What follows belongs to an exercise in optimizing a design on an open flow for small area; a production flow would make more cautious choices. The RTL was checked by simulation tests, not by an equivalence proof against the original design.

==> flow/design.v (outline; a module is shown in full before it is edited, if it fits) <==
// module rp_adc_frontend: 33 lines
// module rp_pid_channel: 2781 lines
// module rp_fa: 10 lines
// module rp_ha: 9 lines
// module rp_err: 141 lines
// module rp_hn: 9 lines
// module rp_xn2: 7 lines
// module rp_or2: 7 lines
// module rp_output_limiter: 81 lines
// module rp_dac_formatter: 28 lines
// module rp_lock_top: 59 lines
module rp_lock_top (
  input  logic         adc_clk,
  input  logic         rst_n_i,
  input  logic [31:0]  adc_dat_i,
  input  logic         digital_loop_i,
  input  logic [93:0]  pid_cfg_i,
  input  logic [83:0]  limit_cfg_i,
  output logic [13:0]  dac_dat_o,
  output logic         dac_sel_o,
  output logic [3:0]   railed_o
);
  // ...
==> flow/flow/run.sh <==
#!/bin/bash
# Layout flow: the standard ORFS flow (standard.sh, with its unchanged synthesis), with
#  - the buffers Yosys/ABC inserted removed at floorplan (repair_design later buffers what
#    the placed design needs),
#  - the port buffers that global placement inserts made of the smallest buffer cell, and
#  - clock tree synthesis without dummy load cells (ORFS's CTS arguments otherwise).
# make's full output goes to flow_make.log; each ORFS step logs under orfs/logs/.
set -euo pipefail
cd "$(dirname "$0")/.."
bash standard.sh \
  REMOVE_ABC_BUFFERS=1 \
  BUFFER_PORTS_ARGS="-buffer_cell sky130_fd_sc_hd__buf_1" \
  CTS_ARGS="-sink_clustering_enable -repair_clock_nets -dont_use_dummy_load" \
  finish > flow_make.log 2>&1
==> flow/standard.sh <==
#!/bin/bash
# synth_recipe.tcl (not shown) runs the flow's synth.tcl, then flattens the netlist and writes it again
# the make line also repeats each setting of config.mk as NAME=value (left out here)
make -C /OpenROAD-flow-scripts/flow DESIGN_CONFIG=/design/flow/config.mk WORK_HOME=/design/flow/orfs CLKGATE_MAP_FILE= SYNTH_SCRIPT=/design/flow/synth_recipe.tcl "${@:-finish}"
==> flow/config.mk <==
export PLATFORM = sky130hd
export DESIGN_NAME = rp_lock_top
export DESIGN_NICKNAME = rp_lock_top
export VERILOG_FILES = /design/flow/design.v
export SDC_FILE = /design/flow/constraint.sdc
export NUM_CORES = 4
export LEC_CHECK = 0
export CAP_MARGIN = 5
export CORE_MARGIN = 2
export CORE_UTILIZATION = 40
export GPL_TIMING_DRIVEN = 0
export SLEW_MARGIN = 5
export SYNTH_HIERARCHICAL = 1
export SYNTH_MINIMUM_KEEP_SIZE = 0
==> flow/constraint.sdc <==
create_clock -name core_clock -period 13.0 [get_ports {adc_clk}]
set_input_delay 2.6000 -clock core_clock [delete_from_list [all_inputs] [get_ports {adc_clk}]]
set_output_delay 2.6000 -clock core_clock [all_outputs]
set_load 0.01 [all_outputs]
==> run_summary.xml, run 1 <==
<?xml version="1.0" encoding="UTF-8"?>
<metrics>
  <group name="sta">
    <metric name="timing.slew.headroom" unit="%">14.0</metric>
    <metric name="period_share" unit="%">95.3</metric>
    <metric name="report.final.slew_viol_count" unit="">0</metric>
    <metric name="setup_violations" unit="">0</metric>
    <metric name="hold_ws" unit="ns">0.403</metric>
  </group>
  <group name="global_routing">
    <metric name="met1_usage" unit="%">34.7</metric>
    <metric name="grt_most_used_layer" unit="">met2</metric>
  </group>
  <group name="die">
    <metric name="floorplan.initialDensity" unit="%">40.2</metric>
    <metric name="fp.dieArea" unit="um^2">92400</metric>
    <metric name="dieHeight" unit="um">304</metric>
  </group>
  <group name="worst_setup_path">
    <metric name="r2r-start" unit="">i_frontend.sample_q[14]</metric>
    <metric name="worst_r2r_path_depth" unit="">32</metric>
    <metric name="critPathLaunchType" unit="">input port</metric>
    <metric name="critPathMaxStageDelay" unit="ns">0.62</metric>
    <metric name="path_length_in_cells_of_the_critical_path" unit="">34</metric>
    <metric name="path_class" unit="">input port to flop</metric>
    <metric name="critical-path-top-cell-by-count" unit="">fa_1</metric>
  </group>
  <group name="synthesis">
    <metric name="synth_sequential_area_ratio" unit="%">11.3</metric>
    <metric name="synth_fa_ha_area_share" unit="%">54.4</metric>
    <metric name="yosysMostFrequentCell" unit="">nand2_1</metric>
    <metric name="yosys.area_share.xor_xnor" unit="%">4.37</metric>
    <metric name="post_synth_inst_count" unit="">3416</metric>
  </group>
  <group name="finish">
    <metric name="non_clock_inverter_count" unit="">157</metric>
    <metric name="multi_input_gate_share_of_total_cell_area" unit="%">79.1</metric>
    <metric name="comb.multi_input.count" unit="">2884</metric>
    <metric name="mostFrequentLayoutCell" unit="">nand2_1</metric>
    <metric name="area_growth_syn_to_layout" unit="%">7.28</metric>
    <metric name="clock_tree_area_fraction" unit="%">1.10</metric>
    <metric name="final_cells" unit="">4673</metric>
    <metric name="nFlopsAndLatches" unit="">159</metric>
    <metric name="final_layout_net_count" unit="">4683</metric>
  </group>
  <group name="status">
    <metric name="run_status" unit="">no timing/DRC/antenna violations</metric>
  </group>
  <group name="flow_run">
    <metric name="maximum_capacitance_violations" unit="">0</metric>
  </group>
  <group name="detailed_routing">
    <metric name="drt-vias-per-instance" unit="">5.52</metric>
  </group>
  <group name="hold_path">
    <metric name="min-delay-path-class" unit="">flop to flop</metric>
  </group>
  <group name="placement">
    <metric name="dpl_worst_slack" unit="ns">-0.376</metric>
  </group>
</metrics>
==> run 2, diff against run 1 <==
--- a/flow/design.v
+++ b/flow/design.v
@@ -2813,17 +2813,17 @@
 assign t_sum[24] = ~pt_x778;
 assign t_sum[25] = ~pt_x780;
 assign t_sum[26] = ~pt_x791;
 assign t_sum[27] = ~pt_x793;
 assign t_sum[28] = ~pt_x795;
 assign t_sum[29] = ~pt_x797;
 assign t_sum[30] = ~pt_x802;
 assign t_sum[31] = pt_x804;
-assign e_zero   = (cfg_i.setpoint == sample_i);
+assign e_zero   = (e == 15'd0);
 assign ki_zero  = (ki == '0);
 assign i_freeze = !ki_zero && ((railed_i.high && !e[14] && !e_zero) || (railed_i.low && e[14]));
 always_comb
 begin
   if (!cfg_i.enable)
     integ_d = '0;
   else if (i_freeze)
     integ_d = integ_q;
==> run 2 against run 1 <==
Still clean on timing, DRC and antenna. Synthesized area is essentially flat. Sequential share of layout area shrank 0.089 points. Worst setup slack lost 0.20 ns. Register-to-register slack lost 0.19 ns. Via count grew 2.8%. Final area grew 0.85%. Wire length grew 0.46%. Maximum frequency shrank 1.6%. First-iteration DRC count grew 17%. Synthesized cell count grew 1.0%. Critical path type unchanged. Critical endpoint is now g_ch[1].i_pid.ctrl_q[6]. Largest cell class unchanged.
==> run_summary.xml, run 2 <==
<?xml version="1.0" encoding="UTF-8"?>
<metrics>
  <group name="global_routing">
    <metric name="antenna_found_initial" unit="">21</metric>
    <metric name="grt-ovfl-total" unit="">0</metric>
    <metric name="global_route.usage.total" unit="%">24.1</metric>
    <metric name="grt_pass1_wl" unit="mm">171</metric>
    <metric name="via_count_of_the_first_global_routing_pass" unit="">28850</metric>
    <metric name="maximum_number_of_pins_on_one_net_before_global_route_repair" unit="">37</metric>
  </group>
  <group name="die">
    <metric name="io_pins" unit="">232</metric>
    <metric name="core.rowCount" unit="">109</metric>
    <metric name="die_width" unit="um">304</metric>
    <metric name="fp.dieArea" unit="um^2">92300</metric>
    <metric name="fp.coreArea" unit="um^2">88800</metric>
    <metric name="dieHeight" unit="um">304</metric>
    <metric name="floorplan.initialDensity" unit="%">40.5</metric>
  </group>
  <group name="synthesis">
    <metric name="ys.flop_type" unit="">dfrtp_1</metric>
    <metric name="post_synth_inst_count" unit="">3450</metric>
    <metric name="synth_sequential_area_ratio" unit="%">11.3</metric>
    <metric name="yosysMostFrequentCell" unit="">nand2_1</metric>
    <metric name="synth_top_area_share" unit="%">52.0</metric>
    <metric name="synth_area" unit="um^2">36000</metric>
    <metric name="synth-async-reset-ratio" unit="%">100</metric>
    <metric name="synth_enable_flop_cells" unit="">0</metric>
    <metric name="synth_cell_type_count" unit="">82</metric>
    <metric name="synth.ff_latch_count" unit="">159</metric>
    <metric name="mean_post_synth_cell_area" unit="um^2">10.4</metric>
    <metric name="ys.warnings.count" unit="">10</metric>
    <metric name="yosys.area.top_type" unit="">fa_1</metric>
    <metric name="synth_commonest_cells" unit="">972 x nand2_1, 934 x fa_1, 188 x clkbuf_1, 147 x inv_1, 112 x xnor2_1</metric>
    <metric name="yosys-top-cells-area" unit="">fa_1 52%, nand2_1 10%, dfrtp_1 6.3%</metric>
  </group>
  <group name="clock_tree">
    <metric name="numCtsBuffers" unit="">17</metric>
    <metric name="clockRootBuffer" unit="">clkbuf_16</metric>
    <metric name="cts_sinks" unit="">159</metric>
    <metric name="ctsHtreeMaxLevel" unit="">4</metric>
    <metric name="clk-insertion-delay-late" unit="ns">0.50</metric>
    <metric name="cts_tree" unit="">yes</metric>
    <metric name="cts_clock_pin_slew_for_the_worst_setup_and_hold_paths" unit="ns">0.08</metric>
    <metric name="cts_hold_buffers" unit="">0</metric>
    <metric name="clock_tree.buffer_depth" unit="">2</metric>
  </group>
  <group name="sta">
    <metric name="period_share" unit="%">96.9</metric>
    <metric name="worstMarginPinSlew" unit="ns">1.29</metric>
    <metric name="timing.slew.headroom" unit="%">13.5</metric>
    <metric name="final_critical_delay_including_setup_and_external_delays" unit="ns">12.59</metric>
    <metric name="finalClockSkew" unit="ns">0.0299</metric>
    <metric name="report.final.slew_viol_count" unit="">0</metric>
    <metric name="setup_violations" unit="">0</metric>
    <metric name="timing.final.hold_violations" unit="">0</metric>
    <metric name="max_clock_freq" unit="GHz">0.0794</metric>
  </group>
  <group name="hold_path">
    <metric name="min-delay-path-class" unit="">flop to flop</metric>
  </group>
  <group name="detailed_routing">
    <metric name="drtAntennaViolNets" unit="">0</metric>
    <metric name="drt_iter0_drc" unit="">2273</metric>
    <metric name="post-route-drc-count" unit="">0</metric>
    <metric name="drt-vias-per-instance" unit="">5.65</metric>
    <metric name="drt_pre_antenna_iters" unit="">5</metric>
    <metric name="post_detailed_route_wirelength_per_cell" unit="um">22.6</metric>
    <metric name="overall_via_count_from_detail_route" unit="">26525</metric>
    <metric name="routed_wl" unit="mm">106</metric>
  </group>
  <group name="finish">
    <metric name="mostFrequentLayoutCells" unit="">972 x nand2_1, 928 x fa_1, 225 x buf_1</metric>
    <metric name="final_cells" unit="">4694</metric>
    <metric name="registers.top_by_ff_count" unit="">g_ch.i_pid.integ_nq</metric>
    <metric name="fillerInstances" unit="">8459</metric>
    <metric name="max_ffs_per_register" unit="">56</metric>
    <metric name="mostFrequentLayoutCell" unit="">nand2_1</metric>
    <metric name="final_layout_net_count" unit="">4718</metric>
    <metric name="drive_gt1_share" unit="%">8.99</metric>
    <metric name="area_growth_syn_to_layout" unit="%">8.30</metric>
    <metric name="stdcell_area" unit="um^2">38900</metric>
  </group>
  <group name="worst_setup_path">
    <metric name="reg2reg_setup_slack" unit="ns">2.31</metric>
    <metric name="critical-path-top-cell-by-count" unit="">fa_1</metric>
    <metric name="worst_r2r_path_depth" unit="">34</metric>
    <metric name="arrival_time_of_the_worst_setup_path" unit="ns">12.93</metric>
    <metric name="endpoint" unit="">g_ch[1].i_pid.ctrl_q[6]</metric>
    <metric name="worstSetupEndpointType" unit="">flop</metric>
    <metric name="path_class" unit="">input port to flop</metric>
    <metric name="slowest_stage" unit="">or4_1</metric>
    <metric name="worst-path-max-fanout" unit="">13</metric>
    <metric name="critical_path_required" unit="ns">13.34</metric>
    <metric name="critPathLaunchType" unit="">input port</metric>
    <metric name="critPathMaxStageDelay" unit="ns">0.62</metric>
    <metric name="startpoint" unit="">pid_cfg_i[79]</metric>
    <metric name="reg2reg_to" unit="">g_ch[1].i_pid.ctrl_q[6]</metric>
    <metric name="r2r-start" unit="">i_frontend.sample_q[18]</metric>
  </group>
  <group name="placement">
    <metric name="dp_cells" unit="">4626</metric>
    <metric name="numPortBuffers" unit="">227</metric>
    <metric name="placer_congestion_estimate" unit="">0.895</metric>
    <metric name="dp_hpwl" unit="mm">81.9</metric>
    <metric name="placement_cell_area" unit="um^2">37900</metric>
  </group>
  <group name="flow_run">
    <metric name="maximum_capacitance_violations" unit="">0</metric>
  </group>
  <group name="status">
    <metric name="run_status" unit="">no timing/DRC/antenna violations</metric>
  </group>
</metrics>
==> run 2: changes by cell type in the layout (fill, tap and decap cells not counted), sizes merged, moves of 10 or more <==
cell    change
a211oi     -40
buf        +27
o21ai      +10
or4        +10
o221a      +30
xnor2      -28
inv        -10
nor2       -30
a21oi      +18
==> run 2: what timing repair did <==
action,CTS,global route
gates cloned,3,2
buffers inserted,22,10
pin swaps,9,11
gates resized for setup,13,28
endpoints found under the setup margin,78,79
==> run 2: cell families (layout without fill, tap and decap cells) <==
kind of cell               Yosys count  after routing  synth area share [%]
AOI/OAI and AO/OA                  330            330                  7.44
xor gates and xnor gates           148            149                  3.61
adders and majority gates         1002           1002                  54.3
buffers and inverters              395            456                  4.90
DFF                                159            159                  11.3
muxes                               72             72                  2.11
other                                0             14                     0
and+or+nand+nor                   1344           1347                  16.3
==> run 2: modules after synthesis (local to each module, per instance), a selection <==
module / area, um^2 / copies in the design
rp_adc_frontend: 1100 / 1
rp_err: 429 / 2
rp_output_limiter: 1510 / 2
rp_or2: 6.26 / 82
rp_xn2: 8.76 / 82
rp_pid_channel: 5170 / 2
rp_ha: 12.5 / 10
rp_dac_formatter: 568 / 1
==> run 2: critical path, delay by kind of cell <==
family	cells	cell delay, ns
simple gates	9	2.09
compound gates	8	2.00
buf+inv	6	0.64
fa+ha+maj	14	5.19
xor+xnor	2	0.39
==> run 2: worst min path at each step <==
stage	slack (ns)	end	cells after the start	from
3_3_place_gp	0.40	i_dac.code_q[8]	1	g_ch[0].i_limit.lim_q[8]
3_5_place_dp	0.40	i_dac.code_q[8]	1	g_ch[0].i_limit.lim_q[8]
4_1_cts	0.39	i_dac.code_q[8]	1	g_ch[0].i_limit.lim_q[8]
6_report	0.39	i_dac.code_q[8]	1	g_ch[0].i_limit.lim_q[8]
2_1_floorplan	0.39	i_dac.code_q[0]	1	g_ch[0].i_limit.lim_q[0]
5_1_grt	0.41	i_dac.code_q[8]	1	g_ch[0].i_limit.lim_q[8]
==> run 2: routing by layer <==
layer | part of all wire, % | GRT usage (%) | vias to the layer above
met2 | 44 | 35.4 | 1091
met5 | 0.073 | 0 | -
met3 | 7.9 | 4.40 | 138
li1 | - | - | 11168
met1 | 46 | 36.8 | 14116
met4 | 2.1 | 6.29 | 12
==> run 2: final cells by class <==
cell class	count	area [um^2]	share of cell area, %
clock buffer	17	425	1.09
sequential	159	4070	10.4
multi-input combinational	2900	30700	78.7
timing repair buffer	290	1740	4.48
tap	1165	1460	3.74
inverter	149	559	1.44
antenna	14	35.0	0.0900
==> run 2: per-stage QoR <==
stage                     setup WS [ns]  TNS (ns)  utilization [%]  hold slack, ns
final                             0.408         0             43.9           0.388
after global placement            -3.46   -259.09             41.7           0.401
after detailed placement          -1.41    -93.22             42.7           0.403
after floorplan                  -0.517    -19.28                -           0.389
after CTS                       0.00394         0             43.6           0.392
after global routing           -0.00983  -0.00983             43.8           0.405

-- re-timing with driven ports --
The flow's constraints put no driver on any port. The routed layouts listed below were extracted and timed again, unchanged, in two steps. Step 1 assumes that a clkbuf_16 drives the clock port and a buf_2 every other input. Step 2 times the ports against the registers' clock, not the clock port: input delays grow and output delays shrink by t, the midpoint of the rising clock arrivals with the driver on. a / b / c = ideal ports / drivers / drivers and shift; a / b = the first two.
run | shift t [ns] | setup WS [ns] | worst setup path after step 2
run 1 | 0.546 | 0.612 / 0.643 / 0.098 | input to register
run 2 | 0.557 | 0.408 / 0.452 / -0.105 | input to register
With both steps, setup timing fails in run 2, where it was met with ideal ports. The setup slack of run 1, which loses most, moves by +0.031 ns with the drivers and by -0.514 ns with both steps.
